What follows belongs to an exercise in optimizing a design on an open flow for small area, a short achievable clock period and few clock cycles per item; a production flow would make more cautious choices. RTL that was checked went through simulation tests only; none was proved equivalent to the original. No activity file was given, so power comes from the tool's default toggle rates.

==> inputs of job 3434 <==
## cpu_top
module cpu_top
(
    input  logic                  clk,
    input  logic                  rst,
    input  logic [data_width-1:0] mem_data_out,
    input  logic                  mem_cplt,
    output logic [addr_width-1:0] mem_addr,
    output logic [data_width-1:0] mem_data_in,
    output logic                  mem_r_en,
    output logic                  mem_w_en
);
    logic [8:0]  ba;         
    logic        bre;        
    logic        bwe;        
    logic        bdat;       
    logic        stp;        
    logic        wct;        
    logic [15:0] ir;
    logic [8:0]  pcn;        
    logic [8:0]  tgt;        
    logic [1:0]  es;         
    logic [15:0] a;
    logic [15:0] b;
    logic [15:0] res;
    logic        wb_en;
    logic [3:0]  wb_rd;
    logic        f_eq;
    logic        f_lt;
    logic        f_gt;
    logic        init;       
    logic        writes;     
    logic        d_cmp;      
  ...
Settings: LEC_CHECK=0, CAP_MARGIN=20, CORE_MARGIN=2, CORE_UTILIZATION=40, PLACE_DENSITY=0.6, SETUP_SLACK_MARGIN=2.7, SLEW_MARGIN=20; clock period 5.0 ns.
standard.sh (not shown) runs the stock make flow with config.mk's settings and CLKGATE_MAP_FILE= SYNTH_SCRIPT=/design/flow/synth_recipe.tcl, a recipe that flattens the netlist after the stock synthesis.
==> flow/flow/run.sh <==
#!/bin/bash
# Standard layout, with plain buffers (not delay cells) on the ports.
export BUFFER_PORTS_ARGS="-buffer_cell sky130_fd_sc_hd__buf_2"
bash standard.sh > standard.log 2>&1
==> job 8720 (differences from job 3434) <==
--- a/flow/design.v
+++ b/flow/design.v
@@ -40,13 +40,13 @@
     input  logic [W-1:0] b,
     input  logic         ci,
     output logic [W-1:0] sum,
     output logic         co
 );
     localparam int N = W + 1;     
-    localparam int L = $clog2(N);
+    localparam int L = (N <= 2) ? 1 : (N <= 4) ? 2 : (N <= 8) ? 3 : (N <= 16) ? 4 : (N <= 32) ? 5 : 6;
     logic [N-1:0] g [L+1];
     logic [N-1:0] p [L+1];
     assign g[0] = {a & b, ci};
     assign p[0] = {a ^ b, 1'b0};
     for (genvar l = 0; l < L; l++)
     begin : g_lvl
@@ -90,16 +90,17 @@
     logic [15:0] ir;
     logic [8:0]  pcn;        
     logic [8:0]  tgt;        
     logic [1:0]  es;         
     logic [15:0] a;
     logic [15:0] b;
-    logic [15:0] res;
     logic        wb_en;
     logic [3:0]  wb_rd;
-    logic        f_eq;
+    logic        f_eq;       
+    logic        f_c;        
+    logic        f_v;        
     logic        f_lt;
     logic        f_gt;
     logic        init;       
     logic        writes;     
     logic        d_cmp;      
     logic [15:0] regs [num_regs];
@@ -135,12 +136,14 @@
             cond_ne: cond_of = !eq;
             cond_lt: cond_of = lt;
             default: cond_of = gt;
         endcase
     endfunction
     assign flag_pend = (es == 2'd3) && d_cmp;     
+    assign f_lt      = f_v && !f_c;
+    assign f_gt      = f_c && !f_eq;
     assign w_cond    = cond_of(mem_data_out[12:11], f_eq, f_lt, f_gt);
     assign w_take    = (wop == op_jump) || ((wop == op_branch) && w_cond && !flag_pend);
     assign w_hold    = (wop == op_branch) && flag_pend;
     ks_adder #(.W(9)) u_wadd
     (
         .a   (ba),
@@ -226,13 +229,13 @@
     always_ff @(posedge clk)
     begin
         if (fdone)
             rsel <= 16'd1 << mem_data_out[3:0];
         else if (ddone && bwe)
             rsel <= 16'd1 << ir[3:0];
-        else if (es == 2'd1)
+        else
             rsel <= 16'd1 << ir[7:4];
     end
     always_comb
     begin
         rval = '0;
         for (int i = 0; i < num_regs; i++)
@@ -299,29 +302,20 @@
             op_sub_imm:  konst = ~{7'b0, ir[12:4]};
             default:     konst = k_not ? 16'hffff : 16'h0;
         endcase
     end
     always_ff @(posedge clk)
     begin
-        if (es == 2'd1)
-            a <= fwd1 ? res : rval;
-        else if (es == 2'd2)
-            a <= (a & {{8{d_keep_hi}}, {8{d_keep_lo}}}) ^ {16{d_neg_a}};
-        if (es == 2'd1)
-            b <= konst;
-        else if (es == 2'd2 && d_b_reg)
-            b <= rval;
+        b <= d_b_reg ? (rval ^ {16{d_b_inv}}) : konst;
     end
     logic [16:0] sum;
     logic [15:0] alu;
-    logic [15:0] y;
-    assign y = b ^ {16{d_b_inv}};
     ks_adder #(.W(16)) u_add
     (
         .a   (a),
-        .b   (y),
+        .b   (b),
         .ci  (d_cin),
         .sum (sum[15:0]),
         .co  (sum[16])
     );
     assign alu    = ({16{d_r_sum}} & sum[15:0]) | ({16{d_r_and}} & (a & b)) |
                     ({16{d_r_or}} & (a | b)) | ({16{d_r_xor}} & (a ^ b));
@@ -329,50 +323,54 @@
     always_ff @(posedge clk or posedge rst)
     begin
         if (rst)
         begin
             es    <= 2'd0;
             wb_en <= 1'b0;
-            res   <= '0;
+            a     <= '0;
             f_eq  <= 1'b0;
-            f_lt  <= 1'b0;
-            f_gt  <= 1'b0;
+            f_c   <= 1'b0;
+            f_v   <= 1'b0;
             init  <= 1'b1;
         end
         else
         begin
             init  <= 1'b0;
             wb_en <= 1'b0;
             if ((fdone && !stp) || (ddone && bwe))
                 es <= 2'd1;
             else if (es != 2'd0)
                 es <= es + 2'd1;
             if (ddone && !bwe)
             begin
-                res   <= mem_data_out;
+                a     <= mem_data_out;
                 wb_en <= 1'b1;
             end
             else if (es == 2'd3 && writes)
             begin
-                res   <= alu;
+                a     <= alu;
                 wb_en <= 1'b1;
             end
+            else if (es == 2'd1 && !fwd1)
+                a <= rval;
+            else if (es == 2'd2)
+                a <= (a & {{8{d_keep_hi}}, {8{d_keep_lo}}}) ^ {16{d_neg_a}};
             if (es == 2'd3 && d_cmp)
             begin
-                f_eq <= (a == b);
-                f_lt <= !sum[16];
-                f_gt <= sum[16] && (a != b);
+                f_eq <= &(a ^ b);     
+                f_c  <= sum[16];
+                f_v  <= 1'b1;
             end
         end
     end
     always_ff @(posedge clk)
     begin
         wb_rd <= ir[3:0];
     end
     always_ff @(posedge clk)
     begin
         for (int i = 0; i < num_regs; i++)
             if (init || (wb_en && wb_rd == 4'(i)))
-                regs[i] <= res;
+                regs[i] <= a;
     end
 endmodule
 `default_nettype wire
- CTS_CLUSTER_DIAMETER: unset -> 100
- CTS_CLUSTER_SIZE: unset -> 25
- SETUP_SLACK_MARGIN: 2.7 -> 2.45
==> job 1494 (differences from job 3434) <==
--- a/flow/design.v
+++ b/flow/design.v
@@ -40,13 +40,13 @@
     input  logic [W-1:0] b,
     input  logic         ci,
     output logic [W-1:0] sum,
     output logic         co
 );
     localparam int N = W + 1;     
-    localparam int L = $clog2(N);
+    localparam int L = (N <= 2) ? 1 : (N <= 4) ? 2 : (N <= 8) ? 3 : (N <= 16) ? 4 : (N <= 32) ? 5 : 6;
     logic [N-1:0] g [L+1];
     logic [N-1:0] p [L+1];
     assign g[0] = {a & b, ci};
     assign p[0] = {a ^ b, 1'b0};
     for (genvar l = 0; l < L; l++)
     begin : g_lvl
@@ -90,16 +90,17 @@
     logic [15:0] ir;
     logic [8:0]  pcn;        
     logic [8:0]  tgt;        
     logic [1:0]  es;         
     logic [15:0] a;
     logic [15:0] b;
-    logic [15:0] res;
     logic        wb_en;
     logic [3:0]  wb_rd;
-    logic        f_eq;
+    logic        f_eq;       
+    logic        f_c;        
+    logic        f_v;        
     logic        f_lt;
     logic        f_gt;
     logic        init;       
     logic        writes;     
     logic        d_cmp;      
     logic [15:0] regs [num_regs];
@@ -135,12 +136,14 @@
             cond_ne: cond_of = !eq;
             cond_lt: cond_of = lt;
             default: cond_of = gt;
         endcase
     endfunction
     assign flag_pend = (es == 2'd3) && d_cmp;     
+    assign f_lt      = f_v && !f_c;
+    assign f_gt      = f_c && !f_eq;
     assign w_cond    = cond_of(mem_data_out[12:11], f_eq, f_lt, f_gt);
     assign w_take    = (wop == op_jump) || ((wop == op_branch) && w_cond && !flag_pend);
     assign w_hold    = (wop == op_branch) && flag_pend;
     ks_adder #(.W(9)) u_wadd
     (
         .a   (ba),
@@ -300,28 +303,22 @@
             default:     konst = k_not ? 16'hffff : 16'h0;
         endcase
     end
     always_ff @(posedge clk)
     begin
         if (es == 2'd1)
-            a <= fwd1 ? res : rval;
-        else if (es == 2'd2)
-            a <= (a & {{8{d_keep_hi}}, {8{d_keep_lo}}}) ^ {16{d_neg_a}};
-        if (es == 2'd1)
             b <= konst;
         else if (es == 2'd2 && d_b_reg)
-            b <= rval;
+            b <= rval ^ {16{d_b_inv}};
     end
     logic [16:0] sum;
     logic [15:0] alu;
-    logic [15:0] y;
-    assign y = b ^ {16{d_b_inv}};
     ks_adder #(.W(16)) u_add
     (
         .a   (a),
-        .b   (y),
+        .b   (b),
         .ci  (d_cin),
         .sum (sum[15:0]),
         .co  (sum[16])
     );
     assign alu    = ({16{d_r_sum}} & sum[15:0]) | ({16{d_r_and}} & (a & b)) |
                     ({16{d_r_or}} & (a | b)) | ({16{d_r_xor}} & (a ^ b));
@@ -329,50 +326,54 @@
     always_ff @(posedge clk or posedge rst)
     begin
         if (rst)
         begin
             es    <= 2'd0;
             wb_en <= 1'b0;
-            res   <= '0;
+            a     <= '0;
             f_eq  <= 1'b0;
-            f_lt  <= 1'b0;
-            f_gt  <= 1'b0;
+            f_c   <= 1'b0;
+            f_v   <= 1'b0;
             init  <= 1'b1;
         end
         else
         begin
             init  <= 1'b0;
             wb_en <= 1'b0;
             if ((fdone && !stp) || (ddone && bwe))
                 es <= 2'd1;
             else if (es != 2'd0)
                 es <= es + 2'd1;
             if (ddone && !bwe)
             begin
-                res   <= mem_data_out;
+                a     <= mem_data_out;
                 wb_en <= 1'b1;
             end
             else if (es == 2'd3 && writes)
             begin
-                res   <= alu;
+                a     <= alu;
                 wb_en <= 1'b1;
             end
+            else if (es == 2'd1 && !fwd1)
+                a <= rval;
+            else if (es == 2'd2)
+                a <= (a & {{8{d_keep_hi}}, {8{d_keep_lo}}}) ^ {16{d_neg_a}};
             if (es == 2'd3 && d_cmp)
             begin
-                f_eq <= (a == b);
-                f_lt <= !sum[16];
-                f_gt <= sum[16] && (a != b);
+                f_eq <= &(a ^ b);     
+                f_c  <= sum[16];
+                f_v  <= 1'b1;
             end
         end
     end
     always_ff @(posedge clk)
     begin
         wb_rd <= ir[3:0];
     end
     always_ff @(posedge clk)
     begin
         for (int i = 0; i < num_regs; i++)
             if (init || (wb_en && wb_rd == 4'(i)))
-                regs[i] <= res;
+                regs[i] <= a;
     end
 endmodule
 `default_nettype wire
- CTS_CLUSTER_DIAMETER: unset -> 100
- CTS_CLUSTER_SIZE: unset -> 25
- SETUP_SLACK_MARGIN: 2.7 -> 2.45
==> notes.md <==
Job 8720 finished clean. Job 3434 finished clean. Job 1494 produced a clean layout. Worst setup slack: job 3434 > job 1494 > job 8720. The lowest power belongs to job 8720, the highest to job 3434. Final cell count, lowest first: job 8720, job 1494, job 3434. Clock skew: job 3434 > job 8720 > job 1494. Synthesized area, highest first: job 3434, job 1494, job 8720.
==> figures <==
quantity                                                          job 8720                job 1494                 job 3434
Outcome                                           timing/DRC/antenna clean  timing/DRC/antenna clean  timing/DRC/antenna clean
Number of instances resized during post-cts repair                      22                      21                       45
Global Route met3 Usage                                             3.112%                  2.730%                   4.626%
Worst hold path startpoint                                 ir[0]$_DFFE_PP_         ir[0]$_DFFE_PP_          ir[3]$_DFFE_PP_
Aggregate global-route resource usage                               22.57%                  22.94%                   22.65%
FF-to-FF path depth                                                      9                       8                        9
Power share of the clock group                                       16.7%                   13.9%                    21.1%
Post-route insts no fill                                              1942                    2025                     2168
Number of clock buffers inserted by TritonCTS                           19                      19                       42
Final Cell Area                                                0.01857 mm²             0.01923 mm²              0.02145 mm²
Height of the chip                                                209.3 µm                211.8 µm                 217.2 µm
Startpoint-to-endpoint class of the critical path   flip-flop to flip-flop  flip-flop to flip-flop  input port to flip-flop
Testbench counts of job 8720, summed over its fixed seeds: cycles 104,806, instrs 21,628.
Testbench counts of job 1494, summed over its fixed seeds: cycles 104,806, instrs 21,628.
No functional check of the RTL was part of job 3434.

---

==> v26: inputs <==
==> flow/design.v <==
`default_nettype none
package cpu_pkg;
    localparam int data_width     = 16;
    localparam int addr_width     = 9;     
    localparam int reg_addr_width = 4;
    localparam int num_regs       = 16;
    localparam logic [3:0] reg_move = 4'b0010;
    localparam logic [2:0] op_load = 3'b000;
    localparam logic [2:0] op_jump = 3'b001;
    localparam logic [2:0] op_store = 3'b010;
    localparam logic [2:0] op_load_imm = 3'b011;
    localparam logic [2:0] op_branch = 3'b100;
    localparam logic [2:0] op_add_imm = 3'b101;
    localparam logic [2:0] op_sub_imm = 3'b110;
    localparam logic [2:0] op_reg = 3'b111;
    localparam logic [3:0] alu_add = 4'd0;
    localparam logic [3:0] alu_sub = 4'd1;
    localparam logic [3:0] alu_and = 4'd3;
    localparam logic [3:0] alu_or = 4'd4;
    localparam logic [3:0] alu_xor = 4'd5;
    localparam logic [3:0] alu_not = 4'd6;
    localparam logic [3:0] alu_neg = 4'd7;
    localparam logic [3:0] alu_cmp = 4'd8;
    localparam logic [1:0] cond_eq = 2'd0;
    localparam logic [1:0] cond_ne = 2'd1;
    localparam logic [1:0] cond_lt = 2'd2;
    localparam logic [1:0] cond_gt = 2'd3;
    localparam logic [1:0] bus_idle = 2'd0;
    localparam logic [1:0] bus_fetch = 2'd1;
    localparam logic [1:0] bus_data = 2'd2;
endpackage
`default_nettype wire
`default_nettype none
module ks_adder
#(
    parameter int W = 16
)
(
    input  logic [W-1:0] a,
    input  logic [W-1:0] b,
    input  logic         ci,
    output logic [W-1:0] sum,
    output logic         co
);
    localparam int N = W + 1;     
    localparam int L = (N <= 2) ? 1 : (N <= 4) ? 2 : (N <= 8) ? 3 : (N <= 16) ? 4 : (N <= 32) ? 5 : 6;
    logic [N-1:0] g [L+1];
    logic [N-1:0] p [L+1];
    assign g[0] = {a & b, ci};
    assign p[0] = {a ^ b, 1'b0};
    for (genvar l = 0; l < L; l++)
    begin : g_lvl
        for (genvar i = 0; i < N; i++)
        begin : g_bit
            if (i >= (1 << l))
            begin : g_op
                assign g[l+1][i] = g[l][i] | (p[l][i] & g[l][i-(1<<l)]);
                assign p[l+1][i] = p[l][i] & p[l][i-(1<<l)];
            end
            else
            begin : g_pass
                assign g[l+1][i] = g[l][i];
                assign p[l+1][i] = p[l][i];
            end
        end
    end
    assign sum = p[0][N-1:1] ^ g[L][N-2:0];
    assign co  = g[L][N-1];
endmodule
`default_nettype wire
`default_nettype none
import cpu_pkg::*;
module cpu_top
(
    input  logic                  clk,
    input  logic                  rst,
    input  logic [data_width-1:0] mem_data_out,
    input  logic                  mem_cplt,
    output logic [addr_width-1:0] mem_addr,
    output logic [data_width-1:0] mem_data_in,
    output logic                  mem_r_en,
    output logic                  mem_w_en
);
    logic [8:0]  ba;         
    logic        bre;        
    logic        bwe;        
    logic        bdat;       
    logic        stp;        
    logic        wct;        
    logic [15:0] ir;
    logic [8:0]  pcn;        
    logic [8:0]  tgt;        
    logic [1:0]  es;         
    logic [15:0] a;
    logic [15:0] b;
    logic        wb_en;
    logic [3:0]  wb_rd;
    logic        f_eq;       
    logic        f_c;        
    logic        f_v;        
    logic        f_lt;
    logic        f_gt;
    logic        init;       
    logic        writes;     
    logic        d_cmp;      
    logic [15:0] regs [num_regs];
    logic [2:0]  wop;
    logic        w_ld;
    logic        w_st;
    logic        w_ct;
    logic        fdone;
    logic        ddone;
    assign wop   = mem_data_out[15:13];
    assign w_ld  = (wop == op_load);
    assign w_st  = (wop == op_store);
    assign w_ct  = (wop == op_jump) || (wop == op_branch);
    assign fdone = mem_cplt && !bdat;
    assign ddone = mem_cplt && bdat;
    assign mem_addr    = ba;
    assign mem_r_en    = bre;
    assign mem_w_en    = bwe;
    assign mem_data_in = a;
    logic       w_cond;
    logic       w_take;
    logic       w_hold;
    logic       i_cond;
    logic       i_ct;
    logic       i_ld;
    logic       flag_pend;
    logic [8:0] w_target;
    logic [8:0] pc_next;
    function automatic logic cond_of(input logic [1:0] c, input logic eq, input logic lt,
                                     input logic gt);
        case (c)
            cond_eq: cond_of = eq;
            cond_ne: cond_of = !eq;
            cond_lt: cond_of = lt;
            default: cond_of = gt;
        endcase
    endfunction
    assign flag_pend = (es == 2'd3) && d_cmp;     
    assign f_lt      = f_v && !f_c;
    assign f_gt      = f_c && !f_eq;
    assign w_cond    = cond_of(mem_data_out[12:11], f_eq, f_lt, f_gt);
    assign w_take    = (wop == op_jump) || ((wop == op_branch) && w_cond && !flag_pend);
    assign w_hold    = (wop == op_branch) && flag_pend;
    ks_adder #(.W(9)) u_wadd
    (
        .a   (ba),
        .b   (mem_data_out[8:0]),
        .ci  (1'b0),
        .sum (w_target),
        .co  ()
    );
    assign i_cond  = cond_of(ir[12:11], f_eq, f_lt, f_gt);
    assign i_ct    = (ir[15:13] == op_jump) || ((ir[15:13] == op_branch) && i_cond);
    assign i_ld    = (ir[15:13] == op_load);
    assign pc_next = i_ct ? tgt : pcn;
    always_ff @(posedge clk or posedge rst)
    begin
        if (rst)
        begin
            ba   <= '0;
            bre  <= 1'b1;
            bwe  <= 1'b0;
            bdat <= 1'b0;
            stp  <= 1'b0;
            wct  <= 1'b0;
        end
        else if (fdone && stp)
        begin
            ba   <= ir[12:4];
            bre  <= 1'b0;
            bwe  <= 1'b1;
            bdat <= 1'b1;
            stp  <= 1'b0;
        end
        else if (fdone)
        begin
            if (w_ld)
            begin
                ba   <= mem_data_out[12:4];
                bdat <= 1'b1;
            end
            else if (w_take)
                ba <= w_target;
            else if (w_hold)
            begin
                bre <= 1'b0;
                wct <= 1'b1;
            end
            else
                ba <= ba + 1'b1;
            if (w_st)
                stp <= 1'b1;
        end
        else if (ddone)
        begin
            bre <= 1'b1;
            bwe <= 1'b0;
            if (bwe && i_ld)
                ba <= ir[12:4];
            else
            begin
                ba   <= pc_next;
                bdat <= 1'b0;
            end
            if (bwe && (ir[15:13] == op_store))
                stp <= 1'b1;
        end
        else if (wct)
        begin
            wct <= 1'b0;
            bre <= 1'b1;
            ba  <= pc_next;
        end
    end
    always_ff @(posedge clk)
    begin
        if (fdone)
        begin
            ir  <= mem_data_out;
            pcn <= ba + 1'b1;
            tgt <= w_target;
        end
    end
    logic [15:0] rsel;
    logic [15:0] rval;
    always_ff @(posedge clk)
    begin
        if (fdone)
            rsel <= 16'd1 << mem_data_out[3:0];
        else if (ddone && bwe)
            rsel <= 16'd1 << ir[3:0];
        else
            rsel <= 16'd1 << ir[7:4];
    end
    always_comb
    begin
        rval = '0;
        for (int i = 0; i < num_regs; i++)
            rval = rval | ({16{rsel[i]}} & regs[i]);
    end
    logic fwd1;
    always_ff @(posedge clk)
    begin
        if (fdone)
            fwd1 <= (es == 2'd3) && writes && (ir[3:0] == mem_data_out[3:0]);
        else if (ddone && bwe)
            fwd1 <= 1'b0;
    end
    logic [2:0]  op;
    logic [3:0]  fn;
    logic        is_reg;
    logic        k_add, k_sub, k_and, k_or, k_xor, k_not, k_neg, k_cmp, k_mov;
    logic        k_ldb, k_addi, k_subi;
    assign op     = ir[15:13];
    assign fn     = ir[11:8];
    assign is_reg = (op == op_reg) && !ir[12];
    assign k_add  = is_reg && (fn == alu_add);
    assign k_sub  = is_reg && (fn == alu_sub);
    assign k_and  = is_reg && (fn == alu_and);
    assign k_or   = is_reg && (fn == alu_or);
    assign k_xor  = is_reg && (fn == alu_xor);
    assign k_not  = is_reg && (fn == alu_not);
    assign k_neg  = is_reg && (fn == alu_neg);
    assign k_cmp  = is_reg && (fn == alu_cmp);
    assign k_mov  = (op == op_reg) && ir[12] && (fn == reg_move);
    assign k_ldb  = (op == op_load_imm);
    assign k_addi = (op == op_add_imm);
    assign k_subi = (op == op_sub_imm);
    logic d_keep_hi;     
    logic d_keep_lo;     
    logic d_neg_a;       
    logic d_b_reg;       
    logic d_b_inv;       
    logic d_cin;         
    logic d_r_sum;       
    logic d_r_and;
    logic d_r_or;
    logic d_r_xor;
    always_ff @(posedge clk)
    begin
        d_keep_hi <= !(k_mov || (k_ldb && ir[12]));
        d_keep_lo <= !(k_mov || (k_ldb && !ir[12]));
        d_neg_a   <= k_neg;
        d_b_reg   <= k_add || k_sub || k_and || k_or || k_xor || k_cmp || k_mov;
        d_b_inv   <= k_sub || k_cmp;
        d_cin     <= k_sub || k_cmp || k_subi || k_neg;
        d_r_sum   <= k_add || k_sub || k_addi || k_subi || k_neg || k_mov;
        d_r_and   <= k_and;
        d_r_or    <= k_or || k_ldb;
        d_r_xor   <= k_xor || k_not;
        d_cmp     <= k_cmp;
    end
    logic [15:0] konst;
    always_comb
    begin
        case (ir[15:13])
            op_load_imm: konst = ir[12] ? {ir[11:4], 8'h00} : {8'h00, ir[11:4]};
            op_add_imm:  konst = {7'b0, ir[12:4]};
            op_sub_imm:  konst = ~{7'b0, ir[12:4]};
            default:     konst = k_not ? 16'hffff : 16'h0;
        endcase
    end
    always_ff @(posedge clk)
    begin
        b <= d_b_reg ? (rval ^ {16{d_b_inv}}) : konst;
    end
    logic [16:0] sum;
    logic [15:0] alu;
    ks_adder #(.W(16)) u_add
    (
        .a   (a),
        .b   (b),
        .ci  (d_cin),
        .sum (sum[15:0]),
        .co  (sum[16])
    );
    logic [15:0] a_other;
    logic        a_sum;
    assign alu     = ({16{d_r_and}} & (a & b)) | ({16{d_r_or}} & (a | b)) |
                     ({16{d_r_xor}} & (a ^ b));
    assign a_sum   = (es == 2'd3) && d_r_sum && !(ddone && !bwe);
    assign writes = d_r_sum || d_r_and || d_r_or || d_r_xor;
    always_comb
    begin
        if (ddone && !bwe)
            a_other = mem_data_out;
        else if (es == 2'd3 && writes)
            a_other = alu;
        else if (es == 2'd1 && !fwd1)
            a_other = rval;
        else if (es == 2'd2)
            a_other = (a & {{8{d_keep_hi}}, {8{d_keep_lo}}}) ^ {16{d_neg_a}};
        else
            a_other = a;
    end
    always_ff @(posedge clk or posedge rst)
    begin
        if (rst)
        begin
            es    <= 2'd0;
            wb_en <= 1'b0;
            a     <= '0;
            f_eq  <= 1'b0;
            f_c   <= 1'b0;
            f_v   <= 1'b0;
            init  <= 1'b1;
        end
        else
        begin
            init  <= 1'b0;
            wb_en <= 1'b0;
            if ((fdone && !stp) || (ddone && bwe))
                es <= 2'd1;
            else if (es != 2'd0)
                es <= es + 2'd1;
            if ((ddone && !bwe) || (es == 2'd3 && writes))
                wb_en <= 1'b1;
            a <= a_sum ? sum[15:0] : a_other;
            if (es == 2'd3 && d_cmp)
            begin
                f_eq <= &(a ^ b);     
                f_c  <= sum[16];
                f_v  <= 1'b1;
            end
        end
    end
    always_ff @(posedge clk)
    begin
        wb_rd <= ir[3:0];
    end
    always_ff @(posedge clk)
    begin
        for (int i = 0; i < num_regs; i++)
            if (init || (wb_en && wb_rd == 4'(i)))
                regs[i] <= a;
    end
endmodule
`default_nettype wire
==> flow/flow/run.sh <==
#!/bin/bash
# Standard layout, with plain buffers (not delay cells) on the ports.
export BUFFER_PORTS_ARGS="-buffer_cell sky130_fd_sc_hd__buf_2"
bash standard.sh > standard.log 2>&1
==> flow/standard.sh <==
#!/bin/bash
# synth_recipe.tcl (not shown) runs the flow's synth.tcl, then flattens the netlist and writes it again
# the make line also repeats each setting of config.mk as NAME=value (left out here)
make -C /OpenROAD-flow-scripts/flow DESIGN_CONFIG=/design/flow/config.mk WORK_HOME=/design/flow/orfs CLKGATE_MAP_FILE= SYNTH_SCRIPT=/design/flow/synth_recipe.tcl "${@:-finish}"
==> flow/config.mk <==
export PLATFORM = sky130hd
export DESIGN_NAME = cpu_top
export DESIGN_NICKNAME = cpu_top
export VERILOG_FILES = /design/flow/design.v
export SDC_FILE = /design/flow/constraint.sdc
export NUM_CORES = 4
export LEC_CHECK = 0
export CAP_MARGIN = 20
export CORE_MARGIN = 2
export CORE_UTILIZATION = 40
export CTS_CLUSTER_DIAMETER = 100
export CTS_CLUSTER_SIZE = 25
export PLACE_DENSITY = 0.6
export SETUP_SLACK_MARGIN = 2.75
export SLEW_MARGIN = 20
==> flow/constraint.sdc <==
create_clock -name core_clock -period 5.0 [get_ports {clk}]
set_input_delay 1.0000 -clock core_clock [delete_from_list [all_inputs] [get_ports {clk}]]
set_output_delay 1.0000 -clock core_clock [all_outputs]
set_load 0.01 [all_outputs]
==> v29: changes against v26 <==
--- a/flow/design.v
+++ b/flow/design.v
@@ -43,7 +43,7 @@
     output logic         co
 );
     localparam int N = W + 1;     
-    localparam int L = (N <= 2) ? 1 : (N <= 4) ? 2 : (N <= 8) ? 3 : (N <= 16) ? 4 : (N <= 32) ? 5 : 6;
+    localparam int L = $clog2(N);
     logic [N-1:0] g [L+1];
     logic [N-1:0] p [L+1];
     assign g[0] = {a & b, ci};
@@ -95,9 +95,7 @@
     logic [15:0] b;
     logic        wb_en;
     logic [3:0]  wb_rd;
-    logic        f_eq;       
-    logic        f_c;        
-    logic        f_v;        
+    logic        f_eq;
     logic        f_lt;
     logic        f_gt;
     logic        init;       
@@ -139,8 +137,6 @@
         endcase
     endfunction
     assign flag_pend = (es == 2'd3) && d_cmp;     
-    assign f_lt      = f_v && !f_c;
-    assign f_gt      = f_c && !f_eq;
     assign w_cond    = cond_of(mem_data_out[12:11], f_eq, f_lt, f_gt);
     assign w_take    = (wop == op_jump) || ((wop == op_branch) && w_cond && !flag_pend);
     assign w_hold    = (wop == op_branch) && flag_pend;
@@ -232,7 +228,7 @@
             rsel <= 16'd1 << mem_data_out[3:0];
         else if (ddone && bwe)
             rsel <= 16'd1 << ir[3:0];
-        else
+        else if (es == 2'd1)
             rsel <= 16'd1 << ir[7:4];
     end
     always_comb
@@ -305,37 +301,26 @@
     end
     always_ff @(posedge clk)
     begin
-        b <= d_b_reg ? (rval ^ {16{d_b_inv}}) : konst;
+        if (es == 2'd1)
+            b <= konst;
+        else if (es == 2'd2 && d_b_reg)
+            b <= rval;
     end
     logic [16:0] sum;
     logic [15:0] alu;
+    logic [15:0] y;
+    assign y = b ^ {16{d_b_inv}};
     ks_adder #(.W(16)) u_add
     (
         .a   (a),
-        .b   (b),
+        .b   (y),
         .ci  (d_cin),
         .sum (sum[15:0]),
         .co  (sum[16])
     );
-    logic [15:0] a_other;
-    logic        a_sum;
-    assign alu     = ({16{d_r_and}} & (a & b)) | ({16{d_r_or}} & (a | b)) |
-                     ({16{d_r_xor}} & (a ^ b));
-    assign a_sum   = (es == 2'd3) && d_r_sum && !(ddone && !bwe);
+    assign alu    = ({16{d_r_sum}} & sum[15:0]) | ({16{d_r_and}} & (a & b)) |
+                    ({16{d_r_or}} & (a | b)) | ({16{d_r_xor}} & (a ^ b));
     assign writes = d_r_sum || d_r_and || d_r_or || d_r_xor;
-    always_comb
-    begin
-        if (ddone && !bwe)
-            a_other = mem_data_out;
-        else if (es == 2'd3 && writes)
-            a_other = alu;
-        else if (es == 2'd1 && !fwd1)
-            a_other = rval;
-        else if (es == 2'd2)
-            a_other = (a & {{8{d_keep_hi}}, {8{d_keep_lo}}}) ^ {16{d_neg_a}};
-        else
-            a_other = a;
-    end
     always_ff @(posedge clk or posedge rst)
     begin
         if (rst)
@@ -344,8 +329,8 @@
             wb_en <= 1'b0;
             a     <= '0;
             f_eq  <= 1'b0;
-            f_c   <= 1'b0;
-            f_v   <= 1'b0;
+            f_lt  <= 1'b0;
+            f_gt  <= 1'b0;
             init  <= 1'b1;
         end
         else
@@ -356,14 +341,25 @@
                 es <= 2'd1;
             else if (es != 2'd0)
                 es <= es + 2'd1;
-            if ((ddone && !bwe) || (es == 2'd3 && writes))
+            if (ddone && !bwe)
+            begin
+                a     <= mem_data_out;
                 wb_en <= 1'b1;
-            a <= a_sum ? sum[15:0] : a_other;
+            end
+            else if (es == 2'd3 && writes)
+            begin
+                a     <= alu;
+                wb_en <= 1'b1;
+            end
+            else if (es == 2'd1 && !fwd1)
+                a <= rval;
+            else if (es == 2'd2)
+                a <= (a & {{8{d_keep_hi}}, {8{d_keep_lo}}}) ^ {16{d_neg_a}};
             if (es == 2'd3 && d_cmp)
             begin
-                f_eq <= &(a ^ b);     
-                f_c  <= sum[16];
-                f_v  <= 1'b1;
+                f_eq <= (a == b);
+                f_lt <= !sum[16];
+                f_gt <= sum[16] && (a != b);
             end
         end
     end
--- a/flow/config.mk
+++ b/flow/config.mk
@@ -8,8 +8,6 @@
 export CAP_MARGIN = 20
 export CORE_MARGIN = 2
 export CORE_UTILIZATION = 40
-export CTS_CLUSTER_DIAMETER = 100
-export CTS_CLUSTER_SIZE = 25
 export PLACE_DENSITY = 0.6
-export SETUP_SLACK_MARGIN = 2.75
+export SETUP_SLACK_MARGIN = 2.8
 export SLEW_MARGIN = 20
==> v30: changes against v26 <==
--- a/flow/design.v
+++ b/flow/design.v
@@ -89,7 +89,6 @@
     logic        wct;        
     logic [15:0] ir;
     logic [8:0]  pcn;        
-    logic [8:0]  tgt;        
     logic [1:0]  es;         
     logic [15:0] a;
     logic [15:0] b;
@@ -128,7 +127,6 @@
     logic       i_ld;
     logic       flag_pend;
     logic [8:0] w_target;
-    logic [8:0] pc_next;
     function automatic logic cond_of(input logic [1:0] c, input logic eq, input logic lt,
                                      input logic gt);
         case (c)
@@ -155,7 +153,6 @@
     assign i_cond  = cond_of(ir[12:11], f_eq, f_lt, f_gt);
     assign i_ct    = (ir[15:13] == op_jump) || ((ir[15:13] == op_branch) && i_cond);
     assign i_ld    = (ir[15:13] == op_load);
-    assign pc_next = i_ct ? tgt : pcn;
     always_ff @(posedge clk or posedge rst)
     begin
         if (rst)
@@ -186,6 +183,7 @@
                 ba <= w_target;
             else if (w_hold)
             begin
+                ba  <= w_target;
                 bre <= 1'b0;
                 wct <= 1'b1;
             end
@@ -202,7 +200,7 @@
                 ba <= ir[12:4];
             else
             begin
-                ba   <= pc_next;
+                ba   <= pcn;
                 bdat <= 1'b0;
             end
             if (bwe && (ir[15:13] == op_store))
@@ -212,7 +210,8 @@
         begin
             wct <= 1'b0;
             bre <= 1'b1;
-            ba  <= pc_next;
+            if (!i_ct)
+                ba <= pcn;
         end
     end
     always_ff @(posedge clk)
@@ -220,8 +219,7 @@
         if (fdone)
         begin
             ir  <= mem_data_out;
-            pcn <= ba + 1'b1;
-            tgt <= w_target;
+            pcn <= w_take ? w_target : ba + 1'b1;
         end
     end
     logic [15:0] rsel;
--- a/flow/config.mk
+++ b/flow/config.mk
@@ -11,5 +11,5 @@
 export CTS_CLUSTER_DIAMETER = 100
 export CTS_CLUSTER_SIZE = 25
 export PLACE_DENSITY = 0.6
-export SETUP_SLACK_MARGIN = 2.75
+export SETUP_SLACK_MARGIN = 2.7
 export SLEW_MARGIN = 20
==> v17: changes against v26 <==
--- a/flow/design.v
+++ b/flow/design.v
@@ -43,7 +43,7 @@
     output logic         co
 );
     localparam int N = W + 1;     
-    localparam int L = (N <= 2) ? 1 : (N <= 4) ? 2 : (N <= 8) ? 3 : (N <= 16) ? 4 : (N <= 32) ? 5 : 6;
+    localparam int L = $clog2(N);
     logic [N-1:0] g [L+1];
     logic [N-1:0] p [L+1];
     assign g[0] = {a & b, ci};
@@ -88,21 +88,17 @@
     logic        stp;        
     logic        wct;        
     logic [15:0] ir;
-    logic [8:0]  pcn;        
-    logic [8:0]  tgt;        
+    logic [8:0]  pc;         
     logic [1:0]  es;         
     logic [15:0] a;
     logic [15:0] b;
+    logic [15:0] res;
     logic        wb_en;
     logic [3:0]  wb_rd;
-    logic        f_eq;       
-    logic        f_c;        
-    logic        f_v;        
+    logic        f_eq;
     logic        f_lt;
     logic        f_gt;
     logic        init;       
-    logic        writes;     
-    logic        d_cmp;      
     logic [15:0] regs [num_regs];
     logic [2:0]  wop;
     logic        w_ld;
@@ -139,8 +135,6 @@
         endcase
     endfunction
     assign flag_pend = (es == 2'd3) && d_cmp;     
-    assign f_lt      = f_v && !f_c;
-    assign f_gt      = f_c && !f_eq;
     assign w_cond    = cond_of(mem_data_out[12:11], f_eq, f_lt, f_gt);
     assign w_take    = (wop == op_jump) || ((wop == op_branch) && w_cond && !flag_pend);
     assign w_hold    = (wop == op_branch) && flag_pend;
@@ -155,7 +149,7 @@
     assign i_cond  = cond_of(ir[12:11], f_eq, f_lt, f_gt);
     assign i_ct    = (ir[15:13] == op_jump) || ((ir[15:13] == op_branch) && i_cond);
     assign i_ld    = (ir[15:13] == op_load);
-    assign pc_next = i_ct ? tgt : pcn;
+    assign pc_next = pc + (i_ct ? ir[8:0] : 9'd1);
     always_ff @(posedge clk or posedge rst)
     begin
         if (rst)
@@ -219,36 +213,22 @@
     begin
         if (fdone)
         begin
-            ir  <= mem_data_out;
-            pcn <= ba + 1'b1;
-            tgt <= w_target;
+            ir <= mem_data_out;
+            pc <= ba;
         end
     end
-    logic [15:0] rsel;
+    logic [3:0]  raddr;
     logic [15:0] rval;
     always_ff @(posedge clk)
     begin
         if (fdone)
-            rsel <= 16'd1 << mem_data_out[3:0];
+            raddr <= mem_data_out[3:0];
         else if (ddone && bwe)
-            rsel <= 16'd1 << ir[3:0];
-        else
-            rsel <= 16'd1 << ir[7:4];
-    end
-    always_comb
-    begin
-        rval = '0;
-        for (int i = 0; i < num_regs; i++)
-            rval = rval | ({16{rsel[i]}} & regs[i]);
-    end
-    logic fwd1;
-    always_ff @(posedge clk)
-    begin
-        if (fdone)
-            fwd1 <= (es == 2'd3) && writes && (ir[3:0] == mem_data_out[3:0]);
-        else if (ddone && bwe)
-            fwd1 <= 1'b0;
+            raddr <= ir[3:0];
+        else if (es == 2'd1)
+            raddr <= ir[7:4];
     end
+    assign rval = (wb_en && wb_rd == raddr) ? res : regs[raddr];
     logic [2:0]  op;
     logic [3:0]  fn;
     logic        is_reg;
@@ -271,21 +251,22 @@
     assign k_subi = (op == op_sub_imm);
     logic d_keep_hi;     
     logic d_keep_lo;     
-    logic d_neg_a;       
     logic d_b_reg;       
+    logic d_b_a;         
     logic d_b_inv;       
     logic d_cin;         
     logic d_r_sum;       
     logic d_r_and;
     logic d_r_or;
     logic d_r_xor;
+    logic d_cmp;
     always_ff @(posedge clk)
     begin
-        d_keep_hi <= !(k_mov || (k_ldb && ir[12]));
-        d_keep_lo <= !(k_mov || (k_ldb && !ir[12]));
-        d_neg_a   <= k_neg;
+        d_keep_hi <= !(k_neg || k_mov || (k_ldb && ir[12]));
+        d_keep_lo <= !(k_neg || k_mov || (k_ldb && !ir[12]));
         d_b_reg   <= k_add || k_sub || k_and || k_or || k_xor || k_cmp || k_mov;
-        d_b_inv   <= k_sub || k_cmp;
+        d_b_a     <= k_neg;
+        d_b_inv   <= k_sub || k_cmp || k_subi || k_neg || k_not;
         d_cin     <= k_sub || k_cmp || k_subi || k_neg;
         d_r_sum   <= k_add || k_sub || k_addi || k_subi || k_neg || k_mov;
         d_r_and   <= k_and;
@@ -296,19 +277,25 @@
     logic [15:0] konst;
     always_comb
     begin
-        case (ir[15:13])
-            op_load_imm: konst = ir[12] ? {ir[11:4], 8'h00} : {8'h00, ir[11:4]};
-            op_add_imm:  konst = {7'b0, ir[12:4]};
-            op_sub_imm:  konst = ~{7'b0, ir[12:4]};
-            default:     konst = k_not ? 16'hffff : 16'h0;
-        endcase
+        if (ir[15:13] == op_load_imm)
+            konst = ir[12] ? {ir[11:4], 8'h00} : {8'h00, ir[11:4]};
+        else if (ir[15:13] == op_add_imm || ir[15:13] == op_sub_imm)
+            konst = 16'(ir[12:4]);
+        else
+            konst = 16'h0;
     end
     always_ff @(posedge clk)
     begin
-        b <= d_b_reg ? (rval ^ {16{d_b_inv}}) : konst;
+        if (es == 2'd1)
+            a <= rval;
+        else if (es == 2'd2)
+            a <= a & {{8{d_keep_hi}}, {8{d_keep_lo}}};
+        if (es == 2'd2)
+            b <= (({16{d_b_reg}} & rval) | ({16{d_b_a}} & a) | konst) ^ {16{d_b_inv}};
     end
     logic [16:0] sum;
     logic [15:0] alu;
+    logic        writes;
     ks_adder #(.W(16)) u_add
     (
         .a   (a),
@@ -317,35 +304,19 @@
         .sum (sum[15:0]),
         .co  (sum[16])
     );
-    logic [15:0] a_other;
-    logic        a_sum;
-    assign alu     = ({16{d_r_and}} & (a & b)) | ({16{d_r_or}} & (a | b)) |
-                     ({16{d_r_xor}} & (a ^ b));
-    assign a_sum   = (es == 2'd3) && d_r_sum && !(ddone && !bwe);
+    assign alu    = ({16{d_r_sum}} & sum[15:0]) | ({16{d_r_and}} & (a & b)) |
+                    ({16{d_r_or}} & (a | b)) | ({16{d_r_xor}} & (a ^ b));
     assign writes = d_r_sum || d_r_and || d_r_or || d_r_xor;
-    always_comb
-    begin
-        if (ddone && !bwe)
-            a_other = mem_data_out;
-        else if (es == 2'd3 && writes)
-            a_other = alu;
-        else if (es == 2'd1 && !fwd1)
-            a_other = rval;
-        else if (es == 2'd2)
-            a_other = (a & {{8{d_keep_hi}}, {8{d_keep_lo}}}) ^ {16{d_neg_a}};
-        else
-            a_other = a;
-    end
     always_ff @(posedge clk or posedge rst)
     begin
         if (rst)
         begin
             es    <= 2'd0;
             wb_en <= 1'b0;
-            a     <= '0;
+            res   <= '0;
             f_eq  <= 1'b0;
-            f_c   <= 1'b0;
-            f_v   <= 1'b0;
+            f_lt  <= 1'b0;
+            f_gt  <= 1'b0;
             init  <= 1'b1;
         end
         else
@@ -356,14 +327,21 @@
                 es <= 2'd1;
             else if (es != 2'd0)
                 es <= es + 2'd1;
-            if ((ddone && !bwe) || (es == 2'd3 && writes))
+            if (ddone && !bwe)
+            begin
+                res   <= mem_data_out;
                 wb_en <= 1'b1;
-            a <= a_sum ? sum[15:0] : a_other;
+            end
+            else if (es == 2'd3 && writes)
+            begin
+                res   <= alu;
+                wb_en <= 1'b1;
+            end
             if (es == 2'd3 && d_cmp)
             begin
-                f_eq <= &(a ^ b);     
-                f_c  <= sum[16];
-                f_v  <= 1'b1;
+                f_eq <= &(a ^ b);
+                f_lt <= !sum[16];
+                f_gt <= sum[16] && !(&(a ^ b));
             end
         end
     end
@@ -375,7 +353,7 @@
     begin
         for (int i = 0; i < num_regs; i++)
             if (init || (wb_en && wb_rd == 4'(i)))
-                regs[i] <= a;
+                regs[i] <= res;
     end
 endmodule
 `default_nettype wire
--- a/flow/config.mk
+++ b/flow/config.mk
@@ -8,8 +8,6 @@
 export CAP_MARGIN = 20
 export CORE_MARGIN = 2
 export CORE_UTILIZATION = 40
-export CTS_CLUSTER_DIAMETER = 100
-export CTS_CLUSTER_SIZE = 25
 export PLACE_DENSITY = 0.6
-export SETUP_SLACK_MARGIN = 2.75
+export SETUP_SLACK_MARGIN = 2.5
 export SLEW_MARGIN = 20
==> results by group <==
Synth
  – Yosys top cell area share: 0.555

Timing
  – Minimum clock period: between 2 and 3 ns
  – Skew final: ~0.017 ns

Clock network
  – Post-CTS Resized: 165

Outcome
  – Status: timing/DRC/antenna clean

Finish
  – Clock network area share: 0.0566

Pwr
  – Max IR drop VDD: around 0.33 mV
That was v29.
==> results by group <==
Pwr
  – Max IR drop VDD: about 0.33 mV

Clock network
  – Post-CTS Resized: approximately 110

Synth
  – Yosys top cell area share: 0.517

Timing
  – Minimum clock period: about 2.5 ns
  – Skew final: 0.0337 ns

Placement
  – Dpl ws: approximately 1.9 ns

Outcome
  – Status: timing/DRC/antenna clean

Finish
  – Clock network area share: 0.0280
That was v26.
==> results by group <==
Outcome
  – Status: timing/DRC/antenna clean

Clock network
  – Post-CTS Resized: 216
  – Worst-Skew Late Latency: slightly below 0.6 ns

Finish
  – Clock network area share: 0.0536

Synth
  – Yosys top cell area share: 0.535

Pwr
  – Max IR drop VDD: 0.370 mV

Timing
  – Minimum clock period: 2.85 ns
That was v17.
==> results by group <==
Clock network
  – Hold-fix buffers, CTS: 0
  – Post-CTS Resized: approximately 100

Min path
  – HP Start: ir[2]

Pwr
  – Max IR drop VDD: between 0.2 and 0.25 mV
  – Int Power: 6.80 mW

Finish
  – Multi-input logic area: about 6500 sq um

Synth
  – Cell Area, Synth: ~17000 sq um
  – Post-synth cell types: between 70 and 80

Route
  – Detailed Routing Iterations Pass 1: 6
  – Vias: ~12000

Outcome
  – Status: timing/DRC/antenna clean

Critical path
  – FF-to-FF setup slack: roughly 2.6 ns

Timing
  – Final Setup Violations: 0
  – Minimum clock period: 2.45 ns
That was v30.
Testbench counts of v26, summed over its fixed seeds: cycles 104,806, instrs 21,628.
Testbench counts of v30, summed over its fixed seeds: cycles 104,806, instrs 21,628.
For v29 and v17, only the layout was checked, not whether the RTL still works.

[port drivers added, routing unchanged]
In the flow no input, the clock included, has a driving cell. The finished layouts below were timed again as built, in two steps. Step 1 (the two cells are an assumption about what drives the block):
set clk [get_ports {clk}]
set_driving_cell -lib_cell sky130_fd_sc_hd__clkbuf_16 $clk
set_driving_cell -lib_cell sky130_fd_sc_hd__buf_2 [delete_from_list [all_inputs] $clk]
Step 2 also shifts input and output timing later by t, the mid clock arrival at the registers, as if the neighbouring blocks saw the same clock. Three values: ideal, step 1, step 2; two values: the first two.
| run | t, ns | setup slack, ns | worst data-port slew with drivers (ns) |
|---|---|---|---|
| job 3434 | 0.624 | 2.536 / 2.543 / 1.928 | 0.04 |
| job 8720 | 0.578 | 2.429 / 2.429 / 2.064 | 0.04 |
| job 1494 | 0.581 | 2.519 / 2.519 / 2.050 | 0.05 |
| v26 | 0.603 | 2.502 / 2.471 / 2.010 | 0.06 |
| v29 | 0.599 | 2.303 / 2.303 / 2.056 | 0.06 |
| v30 | 0.587 | 2.550 / 2.502 / 2.126 | 0.06 |
| v17 | 0.615 | 2.155 / 2.155 / 1.953 | 0.06 |
After both steps every run listed still meets setup and hold. For job 3434, which loses most, drivers alone change the setup slack by +0.007 ns; drivers and shift together by -0.608 ns.
